Source: an optimization exercise on an open RTL-to-GDS flow (aim: small area and a short achievable clock period). Production flows keep margins and buffers that such runs may drop.
In this exercise RTL edits were held to simulation tests only and were not proved equivalent to the original.
Power is estimated from default activity; no workload was simulated.

## lj_pair_top
module lj_pair_top (
	input  logic                                   clk,
	input  logic                                   rst_n,
	input  logic                                   pair_valid,
	input  logic                                   pair_last,
	input  logic [3*lj_pkg::CELL_ID_WIDTH-1:0]     home_cell,
	input  logic [3*lj_pkg::CELL_ID_WIDTH-1:0]     nbr_cell,
	input  logic [3*lj_pkg::CELL_POS_WIDTH-1:0]    home_pos,
	input  logic [3*lj_pkg::CELL_POS_WIDTH-1:0]    nbr_pos,
	output logic                                   force_valid,
	output logic signed [lj_pkg::ACC_WIDTH-1:0]    force_x,
	output logic signed [lj_pkg::ACC_WIDTH-1:0]    force_y,
	output logic signed [lj_pkg::ACC_WIDTH-1:0]    force_z,
	output logic [lj_pkg::COUNT_WIDTH-1:0]         pair_count
);
	localparam int MW = MAG_WIDTH;
	localparam int CW = CMAG_WIDTH;
	localparam int QW = QH_WIDTH;
	logic [2:0]        ok0;
	logic [2:0]        neg0;
	logic [3*MW-1:0]   mag0;
	genvar a;
	generate
		for (a = 0; a < 3; a++) begin : g_axis
			pair_decode dec_i (
				.hc(home_cell[a*CELL_ID_WIDTH +: CELL_ID_WIDTH]),
				.nc(nbr_cell[a*CELL_ID_WIDTH +: CELL_ID_WIDTH]),
				.hp(home_pos[a*CELL_POS_WIDTH +: CELL_POS_WIDTH]),
				.np(nbr_pos[a*CELL_POS_WIDTH +: CELL_POS_WIDTH]),
				.ok(ok0[a]), .neg(neg0[a]), .mag(mag0[a*MW +: MW])
			);
		end
	endgenerate
	logic              v1, last1;
	logic [2:0]        neg1;
	logic [3*MW-1:0]   mag1;
	always_ff @(posedge clk or negedge rst_n) begin
		if (!rst_n) begin
			v1    <= 1'b0;
			last1 <= 1'b0;
		end else begin
			v1    <= pair_valid & (&ok0);
			last1 <= pair_valid & pair_last;
		end
	end
	always_ff @(posedge clk) begin
		neg1 <= neg0;
		mag1 <= mag0;
	end
	logic [13:0]       ra1, rb1;                   
	logic              big1;                       
	lj_sumsq sumsq_i (.a(mag1[0 +: MW]), .b(mag1[MW +: MW]), .c(mag1[2*MW +: MW]),
		.ra(ra1), .rb(rb1));
	assign big1 = (mag1[5:2] != 4'd0) | (mag1[MW+5:MW+2] != 4'd0) | (mag1[2*MW+5:2*MW+2] != 4'd0);
	logic              v2, last2, big2;
	logic [13:0]       ra2, rb2;
	logic [2:0]        neg2;
	logic [3*MW-1:0]   mag2;
	always_ff @(posedge clk or negedge rst_n) begin
		if (!rst_n) begin
			v2    <= 1'b0;
			last2 <= 1'b0;
		end else begin
			v2    <= v1;
			last2 <= last1;
		end
	end
	always_ff @(posedge clk) begin
		big2 <= big1;
		ra2  <= ra1;
		rb2  <= rb1;
		neg2 <= neg1;
		mag2 <= mag1;
	end
  ...
Size: ~3,000 cells after synthesis, roughly 160 I/O pins, about 22,000 µm² of cells after synthesis.
Settings: LEC_CHECK=0, ABC_AREA=1, CAP_MARGIN=20, CORE_MARGIN=2, CORE_UTILIZATION=40, SETUP_SLACK_MARGIN=5, SLEW_MARGIN=20; clock period 9.5 ns.
run.sh (not shown) runs the stock make flow with config.mk's settings and CLKGATE_MAP_FILE= SYNTH_SCRIPT=/design/flow/synth_recipe.tcl, a recipe that flattens the netlist after the stock synthesis.
The starting point finished clean.
Change:
ABC_AREA = not set   (was 1)
Register-to-register slack got worse by 0.26 ns.
Flip-flop and latch count is unchanged.
Combinational power came out higher by about 17%.
Global-route usage grows by 1.8 points.
Die area is higher by 1.9%.
Sequential share of layout area decreases by 1.1 points.
Critical path depth shrinks by 1.
Area after synthesis increases by about 2%.
Power grows by 14%.
Synthesized cell count decreases by 13%.

* * *

JK:
Another version of the RTL of lj_pair_top (not shown whole).
Size in the first run: roughly 2,600 cells after synthesis, roughly 320 flip-flops, about 0.021 mm² of cells after synthesis.
export LEC_CHECK = 0
export ABC_AREA = 1
export CAP_MARGIN = 20
export CORE_MARGIN = 2
export CORE_UTILIZATION = 55
export CTS_CLUSTER_DIAMETER = 80
export CTS_CLUSTER_SIZE = 25
export SLEW_MARGIN = 20
export SETUP_SLACK_MARGIN = 6.1
create_clock -name core_clock -period 9.5 [get_ports {clk}]
standard.sh (not shown) runs the stock make flow with config.mk's settings and CLKGATE_MAP_FILE= SYNTH_SCRIPT=/design/flow/synth_recipe.tcl, a recipe that flattens the netlist after the stock synthesis.
==> flow/flow/run.sh <==
#!/bin/bash
set -o pipefail
echo "export SETUP_SLACK_MARGIN = 6.1" >> config.mk
bash standard.sh > standard.log 2>&1
JK reached the final stage; the timing, design-rule and antenna checks on its layout passed.
diff inputs: JK => MS
Settings: a change of SETUP_SLACK_MARGIN from 6.1 to 6.3.
==> flow/flow/run.sh <==
#!/bin/bash
set -o pipefail
echo "export SETUP_SLACK_MARGIN = 6.3" >> config.mk
bash standard.sh > standard.log 2>&1
==> comparison <==
Of MS and JK, the run reporting the lower share of the clock period used by the worst path was MS.
Min total power across MS and JK: JK
Across both runs, wire length on met2 was higher for MS than for JK.
Relative to JK, the count of fill cells added during filler insertion measured on MS has decreased by a few percent.
Summary — clock-buffer cell count, MS relative to JK: lower, by 7.4%.

[re-timing with driven ports]
Ports are ideal in the flow. The routed layouts listed here were re-timed in OpenROAD. Step 1: set_driving_cell puts a clkbuf_16 on clk and a buf_2 on each other input, an assumption about the parent block. Step 2, shift: input delay + t, output delay - t, t = (earliest + latest rising clock arrival at the registers) / 2. This alone moves slack from input paths to output paths. Slacks: ideal ports / drivers / drivers and shift; pairs: ideal ports / drivers.
run | t, ns | setup WS [ns] | clock arrival spread, ns | worst slew at a driven data input, ns
the first run of note 1 | 0.625 | 5.415 / 5.415 / 4.873 | 0.023 / 0.024 | 0.06
the second run of note 1 | 0.586 | 5.143 / 5.148 / 4.586 | 0.024 / 0.024 | 0.04
JK | 0.607 | 6.133 / 6.076 / 5.641 | 0.027 / 0.028 | 0.04
MS | 0.590 | 6.170 / 6.170 / 5.685 | 0.022 / 0.022 | 0.06
After both steps setup and hold are still met in every run listed. For the second run of note 1, which loses most, drivers alone change the setup slack by +0.005 ns; drivers and shift together by -0.557 ns.
